Source: an optimization exercise on an open RTL-to-GDS flow (aim: small area and a short achievable clock period). Production flows keep margins and buffers that such runs may drop. Only simulation tests tie the RTL to the original design; equivalence was not proved.

// grad_top
module grad_top (
    input  wire logic        clk,
    input  wire logic        rst,
    input  wire logic        in_valid,
    input  wire logic        sof,
    input  wire logic [7:0]  pixel,
    output logic             out_valid,
    output logic [32:0]      grad
);
For scale: ~2,400 cells after synthesis, roughly 720 flip-flops, roughly 46 I/O pins.
==> flow/config.mk <==
export PLATFORM = sky130hd
export DESIGN_NAME = grad_top
export DESIGN_NICKNAME = grad_top
export VERILOG_FILES = /design/flow/design.v
export SDC_FILE = /design/flow/constraint.sdc
export NUM_CORES = 4
export LEC_CHECK = 0
export CAP_MARGIN = 20
export CORE_MARGIN = 2
export CORE_UTILIZATION = 75
export CTS_CLUSTER_DIAMETER = 80
export CTS_CLUSTER_SIZE = 25
export SLEW_MARGIN = 20
==> flow/constraint.sdc <==
create_clock -name core_clock -period 26.0 [get_ports {clk}]
set_input_delay 5.2000 -clock core_clock [delete_from_list [all_inputs] [get_ports {clk}]]
set_output_delay 5.2000 -clock core_clock [all_outputs]
set_load 0.01 [all_outputs]
standard.sh (not shown) runs the stock make flow with config.mk's settings and CLKGATE_MAP_FILE= SYNTH_SCRIPT=/design/flow/synth_recipe.tcl, a recipe that flattens the netlist after the stock synthesis.
==> flow/flow/run.sh <==
#!/bin/bash
# The standard layout, with the port buffers made from buf_2 cells instead of the
# resizer's default pick (a delay cell), and clkbuf_8 cells at the clock tree's leaves.
set -euo pipefail
export BUFFER_PORTS_ARGS="-buffer_cell sky130_fd_sc_hd__buf_2"
export CTS_ARGS="-sink_clustering_enable -repair_clock_nets -sink_clustering_size 20 -sink_clustering_max_diameter 60 -buf_list {sky130_fd_sc_hd__clkbuf_8 sky130_fd_sc_hd__clkbuf_16} -root_buf sky130_fd_sc_hd__clkbuf_16 -sink_clustering_buffer sky130_fd_sc_hd__clkbuf_8"
bash standard.sh > standard.log 2>&1
Change:
==> flow/flow/run.sh (replaced) <==
#!/bin/bash
# The standard layout, with the port buffers made from buf_4 cells instead of the
# resizer's default pick (a delay cell), so that the ports are not slowed down.
set -euo pipefail
export BUFFER_PORTS_ARGS="-buffer_cell sky130_fd_sc_hd__buf_4"
bash standard.sh > standard.log 2>&1
- CTS_CLUSTER_DIAMETER: 80 -> 90
- CTS_CLUSTER_SIZE: 25 -> 30
After rerunning: Cell area hardly moves. Synthesized cell count is unchanged. Die area stays the same. Flip-flop and latch count is unchanged. Final cell count came out lower by 1.2%. Worst setup slack degrades by 0.034 ns.
Change:
- CTS_CLUSTER_DIAMETER: 90 -> 80
- CTS_CLUSTER_SIZE: 30 -> 20
Sequential cell count is unchanged.
Design area rises by about 1.1%.
Hold slack loses 0.0035 ns.
Routed wire length rises by about 3.3%.
Critical path depth does not change.
Change:
- CTS_CLUSTER_SIZE: 20 -> 25
Wire length drops slightly.
Flip-flop and latch count stays the same.
Fmax is about the same.
Clock-buffer cell count drops by 12.
Global-route usage went down by 0.49 points.
Via count goes down slightly.
Final cell count hardly moves.
Area after synthesis is unchanged.
Hold slack improves by 0.0056 ns.
Change:
--- a/flow/flow/run.sh
+++ b/flow/flow/run.sh
@@ -3 +3 @@
-# resizer's default pick (a delay cell), so that the ports are not slowed down.
+# resizer's default pick (a delay cell), and clkbuf_8 cells at the clock tree's leaves.
@@ -5,0 +6 @@
+export CTS_ARGS="-sink_clustering_enable -repair_clock_nets -sink_clustering_size 18 -sink_clustering_max_diameter 60 -buf_list {sky130_fd_sc_hd__clkbuf_8 sky130_fd_sc_hd__clkbuf_16} -root_buf sky130_fd_sc_hd__clkbuf_16 -sink_clustering_buffer sky130_fd_sc_hd__clkbuf_8"
Result:
- The changed run ran to the end with no violations
- global-route usage fell by 0.42 points
- non-clock buffer count does not change
- via count is about the same
- die area stays the same
- routed wire length shrinks by 2.3%
- setup slack is worse by 0.0073 ns

========
Setup of job 7879:
grad_top, a different RTL version from the one above (not shown whole).
Size: ~2700 cells after synthesis, about 0.030 mm² of cells after synthesis.
Settings: LEC_CHECK=0, CAP_MARGIN=20, CORE_MARGIN=2, CORE_UTILIZATION=65, CTS_CLUSTER_DIAMETER=80, CTS_CLUSTER_SIZE=25, SLEW_MARGIN=20; clock period 26.0 ns.
==> flow/flow/run.sh <==
#!/bin/bash
# The standard layout, with the port buffers made from buf_4 cells instead of the
# resizer's default pick (a delay cell), so that the ports are not slowed down.
set -euo pipefail
export BUFFER_PORTS_ARGS="-buffer_cell sky130_fd_sc_hd__buf_4"
bash standard.sh > standard.log 2>&1
Input-level comparison between job 1503 and job 7879:
Settings: CTS_CLUSTER_SIZE no longer set, was 25; CTS_CLUSTER_DIAMETER no longer set, was 80.
==> flow/run.sh (new file) <==
#!/bin/bash
# synth_recipe.tcl (not shown) runs the flow's synth.tcl, then flattens the netlist and writes it again
# the make line also repeats each setting of config.mk as NAME=value (left out here)
make -C /OpenROAD-flow-scripts/flow DESIGN_CONFIG=/design/flow/config.mk WORK_HOME=/design/flow/orfs CLKGATE_MAP_FILE= SYNTH_SCRIPT=/design/flow/synth_recipe.tcl finish
removed: flow/flow/run.sh
removed: flow/standard.sh
## What came out
Between job 1503 and job 7879, it is job 1503 whose final net count is higher, by 28. Delta (job 1503 minus job 7879): total CTS buffers higher; total wirelength of the detailed-routed design higher.
--- input diff job 1503..job 1247 ---
Settings: CTS_CLUSTER_DIAMETER now 80, previously not set; CTS_CLUSTER_SIZE now 25, previously not set; SLEW_MARGIN now 90, was 20; CAP_MARGIN now 80, was 20.
Notes after the runs:
- For job 1247, the flow was terminated by a tool error in clock tree synthesis and produced no final design.
- From job 1247 to job 1503, number of buffers inserted by port buffering did not move at all.
- From job 1247 to job 1503, synthesized area did not move at all.
- As far as fraction of the mapped netlist area in compound gates goes, job 1503 and job 1247 are indistinguishable; the numbers are identical.
- Comparing job 1503 against job 1247, there is no change at all in CTS H-tree depth.
- Die width came out exactly the same in job 1503 and job 1247.
- Job 1247: number of CTS-inserted buffers 25 below job 1503
- Relative to job 1503, the total half-perimeter wirelength after legalization and detailed placement measured on job 1247 has increased by more than 100%.
- On total placed instance area, the lower figure sits with job 1503, not job 1247.
- Diff job 1503 -> job 1247: initial standard-cell utilization of the core roughly the same, cell count after placement higher, worst slack at placement lower.
Input-level comparison between job 6924 and job 1247:
Settings: a change of CORE_UTILIZATION from 65 to 70; an added PLACE_DENSITY of 0.75; a change of CAP_MARGIN from 80 to 20; a change of SLEW_MARGIN from 90 to 20.
Notes after the runs:
Job 6924 reached the final stage; the timing, DRC and antenna checks on its layout passed. Number of CTS-inserted buffers in job 6924 vs job 1247: down about 11%. Delta (job 6924 minus job 1247): die outline height dropped 3.6%, level count of the clock H-tree decreased 1, synthesized-area fraction occupied by xor and xnor cells has remained practically unchanged, floorplan die width has decreased. Between job 6924 and job 1247, the count of cells resized by post-cts repair does not differ in any meaningful way. Number of rows in the core area for job 6924: 3 down relative to job 1247. Between job 6924 and job 1247, the post-synthesis sequential element count figures differ only marginally. Taking job 1247 as the reference, in job 6924 number of standard cells after synthesis held steady, final estimated routing congestion in global placement saw an increase.
#### Input delta (job 9245 over job 6924)
Settings: clearing PLACE_DENSITY, which used to be 0.75; swapping 25 for 30 in CTS_CLUSTER_SIZE; swapping 70 for 65 in CORE_UTILIZATION; swapping 80 for 90 in CTS_CLUSTER_DIAMETER.
==> notes.md <==
Max final critical-path required period across job 9245 and job 6924: job 9245
For the pin count of the biggest net entering global routing, job 9245 came in about 15% lower than job 6924 did.

========
== run 1 ==
Starting RTL as in the previous note.
==> flow/config.mk <==
export PLATFORM = sky130hd
export DESIGN_NAME = grad_top
export DESIGN_NICKNAME = grad_top
export VERILOG_FILES = /design/flow/design.v
export SDC_FILE = /design/flow/constraint.sdc
export NUM_CORES = 4
export LEC_CHECK = 0
export CAP_MARGIN = 20
export CORE_MARGIN = 2
export CORE_UTILIZATION = 65
export CTS_CLUSTER_DIAMETER = 60
export CTS_CLUSTER_SIZE = 20
export SLEW_MARGIN = 20
==> flow/constraint.sdc <==
create_clock -name core_clock -period 26.0 [get_ports {clk}]
set_input_delay 5.2000 -clock core_clock [delete_from_list [all_inputs] [get_ports {clk}]]
set_output_delay 5.2000 -clock core_clock [all_outputs]
set_load 0.01 [all_outputs]
run.sh (not shown) runs the stock make flow with config.mk's settings and CLKGATE_MAP_FILE= SYNTH_SCRIPT=/design/flow/synth_recipe.tcl, a recipe that flattens the netlist after the stock synthesis.
Stock flow here: none of the scripts above is used.
Run 1 went all the way through the flow, and no timing, DRC or antenna check failed.
Modified inputs, run 2 compared to run 1
Settings: changing CTS_CLUSTER_DIAMETER from 60 to 80; changing CTS_CLUSTER_SIZE from 20 to 25; setting PLACE_DENSITY to 0.85 for the first time; changing CORE_UTILIZATION from 65 to 80.
Results
- Run 2 against run 1: share of final layout cell area taken by non-clock buffers comparable.
- Taking run 1 as the reference, in run 2 setup slack saw a decrease; global-route total usage across every layer saw an increase; met3 global-route usage saw an increase; relative slew slack saw a decrease.
Inputs modified between run 2 and run 3:
Settings: removing PLACE_DENSITY (formerly 0.85); changing CORE_UTILIZATION from 80 to 65; changing CAP_MARGIN from 20 to 50; changing SLEW_MARGIN from 20 to 80.
Findings:
As of run 3, global-route wire length before repair had fallen by more than 10% compared to run 2. From run 2 to run 3 the numbers moved as follows: worst hold margin decreased 0.0063 ns, die boundary width went up 21 um. In the final reports, the cell area of run 3 is larger than that of run 2. Sort run 3 and run 2 by time the worst path needs with I/O delays and setup asc -> top: run 3. Register-to-register slack was lower in the run labelled run 2.

========
## the baseline
Another version of the RTL of grad_top (not shown whole).
For scale: ~2400 cells after synthesis, about 730 flip-flops, about 46 I/O pins, roughly 30000 µm² of cells after synthesis.
==> flow/design.v (excerpt) <==
module grad_top (
    input  wire logic        clk,
    input  wire logic        rst,
    input  wire logic        in_valid,
    input  wire logic        sof,
    input  wire logic [7:0]  pixel,
    output logic             out_valid,
    output logic [32:0]      grad
);
clock: 26.0 ns
lec_check: 0
cap_margin: 20
core_margin: 2
core_utilization: 65
cts_cluster_diameter: 80
cts_cluster_size: 25
slew_margin: 20
standard.sh (not shown) runs the stock make flow with config.mk's settings and CLKGATE_MAP_FILE= SYNTH_SCRIPT=/design/flow/synth_recipe.tcl, a recipe that flattens the netlist after the stock synthesis.
==> flow/flow/run.sh <==
#!/bin/bash
# The standard layout, with the port buffers made from buf_4 cells instead of the
# resizer's default pick (a delay cell), and a clock tree with fewer levels.
set -euo pipefail
export BUFFER_PORTS_ARGS="-buffer_cell sky130_fd_sc_hd__buf_4"
export CTS_ARGS="-sink_clustering_enable -repair_clock_nets -sink_clustering_size 25 -sink_clustering_max_diameter 80 -sink_clustering_levels 1"
bash standard.sh > standard.log 2>&1
For the candidate, these inputs were changed with respect to the baseline:
- CORE_UTILIZATION changed from 65 to 55
==> flow/flow/run.sh <==
#!/bin/bash
# The standard layout, with the port buffers made from buf_4 cells instead of the
# resizer's default pick (a delay cell), so that the ports are not slowed down.
set -euo pipefail
export BUFFER_PORTS_ARGS="-buffer_cell sky130_fd_sc_hd__buf_4"
bash standard.sh > standard.log 2>&1
## What came out
The candidate: number of global-route vias before repair higher than the baseline. The candidate ended up with more standard cells than the baseline. Lower layout overhead on the synthesized area goes to the baseline over the candidate. [compare] base=the baseline new=the candidate: overall routed net length has increased, number of non-clock buffers in the layout has increased, initial antenna violation count has increased. Comparing the candidate against the baseline, there is no change at all in sequential cell count. The fraction of the core area covered by cells at the end of the flow number comes out lower for the candidate vs the baseline.

========
Setup of juniper:
grad_top with an RTL version that a note above also has.
Size: about 720 flip-flops, ~46 I/O pins, ~30,000 µm² of cells after synthesis.
Settings: LEC_CHECK=0, CAP_MARGIN=20, CORE_MARGIN=2, CORE_UTILIZATION=75, CTS_CLUSTER_DIAMETER=80, CTS_CLUSTER_SIZE=25, SLEW_MARGIN=20; clock period 26.0 ns.
==> flow/flow/run.sh <==
#!/bin/bash
# The standard layout, with the port buffers made from buf_1 cells instead of the
# resizer's default pick (a delay cell), and clkbuf_8 cells at the clock tree's leaves.
set -euo pipefail
export BUFFER_PORTS_ARGS="-buffer_cell sky130_fd_sc_hd__buf_1"
export CTS_ARGS="-sink_clustering_enable -repair_clock_nets -sink_clustering_size 16 -sink_clustering_max_diameter 80 -buf_list {sky130_fd_sc_hd__clkbuf_8 sky130_fd_sc_hd__clkbuf_16} -root_buf sky130_fd_sc_hd__clkbuf_16 -sink_clustering_buffer sky130_fd_sc_hd__clkbuf_8"
bash standard.sh > standard.log 2>&1
juniper finished all stages; the layout is clean.
Modified inputs, lagoon compared to juniper
==> flow/flow/run.sh <==
#!/bin/bash
# The standard layout, with the port buffers made from buf_4 cells instead of the
# resizer's default pick (a delay cell), and clkbuf_8 cells at the clock tree's leaves.
set -euo pipefail
export BUFFER_PORTS_ARGS="-buffer_cell sky130_fd_sc_hd__buf_4"
export CTS_ARGS="-sink_clustering_enable -repair_clock_nets -sink_clustering_size 16 -sink_clustering_max_diameter 80 -buf_list {sky130_fd_sc_hd__clkbuf_8 sky130_fd_sc_hd__clkbuf_16} -root_buf sky130_fd_sc_hd__clkbuf_16 -sink_clustering_buffer sky130_fd_sc_hd__clkbuf_8"
bash standard.sh > standard.log 2>&1
==> comparison <==
- lagoon reached the final stage; the timing, DRC and antenna checks on its layout passed.
- Compared with juniper, lagoon ends up with more cell area.
- lagoon vs juniper: global-route usage up
- Between lagoon and juniper, fraction of area in registers is lower for lagoon, juniper comes in above that.
- Core utilization ends up higher on lagoon.
[inputs] amber vs lagoon
==> flow/flow/run.sh <==
#!/bin/bash
# The standard layout, with the port buffers made from buf_2 cells instead of the
# resizer's default pick (a delay cell), and clkbuf_8 cells at the clock tree's leaves.
set -euo pipefail
export BUFFER_PORTS_ARGS="-buffer_cell sky130_fd_sc_hd__buf_2"
export CTS_ARGS="-sink_clustering_enable -repair_clock_nets -sink_clustering_size 16 -sink_clustering_max_diameter 80 -buf_list {sky130_fd_sc_hd__clkbuf_8 sky130_fd_sc_hd__clkbuf_16} -root_buf sky130_fd_sc_hd__clkbuf_16 -sink_clustering_buffer sky130_fd_sc_hd__clkbuf_8"
bash standard.sh > standard.log 2>&1
## What came out
- Going from lagoon to amber, maximum clock rate held; utilization went down 0.28 points; final wirelength went down 930 µm.
- amber completed every stage of the flow, and the final layout passed the timing, DRC and antenna checks.
- Per the final summary, lagoon finished and its layout is clean on timing, DRC and antenna.
- Sort amber and lagoon by source-to-sink clock delay at the later pin of the worst-skew pair desc -> top: lagoon
What willow does differently from amber at the input level:
==> flow/flow/run.sh <==
#!/bin/bash
# The standard layout, with the port buffers made from buf_4 cells instead of the
# resizer's default pick (a delay cell), and clkbuf_8 cells at the clock tree's leaves.
set -euo pipefail
export BUFFER_PORTS_ARGS="-buffer_cell sky130_fd_sc_hd__buf_4"
export CTS_ARGS="-sink_clustering_enable -repair_clock_nets -sink_clustering_size 20 -sink_clustering_max_diameter 80 -buf_list {sky130_fd_sc_hd__clkbuf_8 sky130_fd_sc_hd__clkbuf_16} -root_buf sky130_fd_sc_hd__clkbuf_16 -sink_clustering_buffer sky130_fd_sc_hd__clkbuf_8"
bash standard.sh > standard.log 2>&1
## What came out
Taking amber as the reference, in willow clock skew increased by 6.3 ps relative to the old numbers; data arrival time of the critical path closely matched the old numbers. Diff willow..amber | first-pass GRT wire length | negligible.

-- port drivers added, routing unchanged --
Ports are ideal in the flow. The routed layouts listed here were re-timed in OpenROAD.
Step 1: set_driving_cell puts a clkbuf_16 on clk and a buf_2 on each other input, an assumption about the parent block.
Step 2, shift: input delay + t, output delay - t, t = (earliest + latest rising clock arrival at the registers) / 2. This alone moves slack from input paths to output paths.
Slacks: no drivers / after step 1 / after step 2; pairs: no drivers / after step 1.
run | t, ns | slack for setup (ns) | worst slew at a driven data input, ns | cell pins on the clock port's net
the first run of note 1 | 0.615 | 19.779 / 19.725 / 20.270 | 0.03 | 1
the second run of note 1 | 0.650 | 19.745 / 19.687 / 20.337 | 0.03 | 1
the third run of note 1 | 0.625 | 19.794 / 19.736 / 20.337 | 0.04 | 1
the fourth run of note 1 | 0.621 | 19.785 / 19.726 / 20.331 | 0.03 | 1
the fifth run of note 1 | 0.621 | 19.777 / 19.719 / 20.340 | 0.03 | 1
job 7879 | 0.627 | 19.279 / 19.279 / 19.279 | 0.04 | 1
job 1503 | 0.675 | 19.296 / 19.237 / 19.473 | 0.04 | 1
job 6924 | 0.657 | 19.304 / 19.266 / 19.304 | 0.05 | 1
job 9245 | 0.651 | 19.294 / 19.237 / 19.514 | 0.04 | 1
run 1 | 0.641 | 19.312 / 19.251 / 19.505 | 0.04 | 1
run 2 | 0.629 | 19.081 / 19.081 / 19.081 | 0.05 | 1
run 3 | 0.623 | 19.370 / 19.308 / 19.551 | 0.04 | 1
the baseline | 0.623 | 19.779 / 19.725 / 20.329 | 0.04 | 1
the candidate | 0.640 | 19.780 / 19.718 / 20.329 | 0.03 | 1
juniper | 0.609 | 19.767 / 19.709 / 20.042 | 0.04 | 1
lagoon | 0.630 | 19.787 / 19.727 / 20.345 | 0.03 | 1
amber | 0.611 | 19.793 / 19.736 / 20.269 | 0.03 | 1
willow | 0.599 | 19.798 / 19.742 / 20.341 | 0.03 | 1
After both steps setup and hold are still met in every run listed.
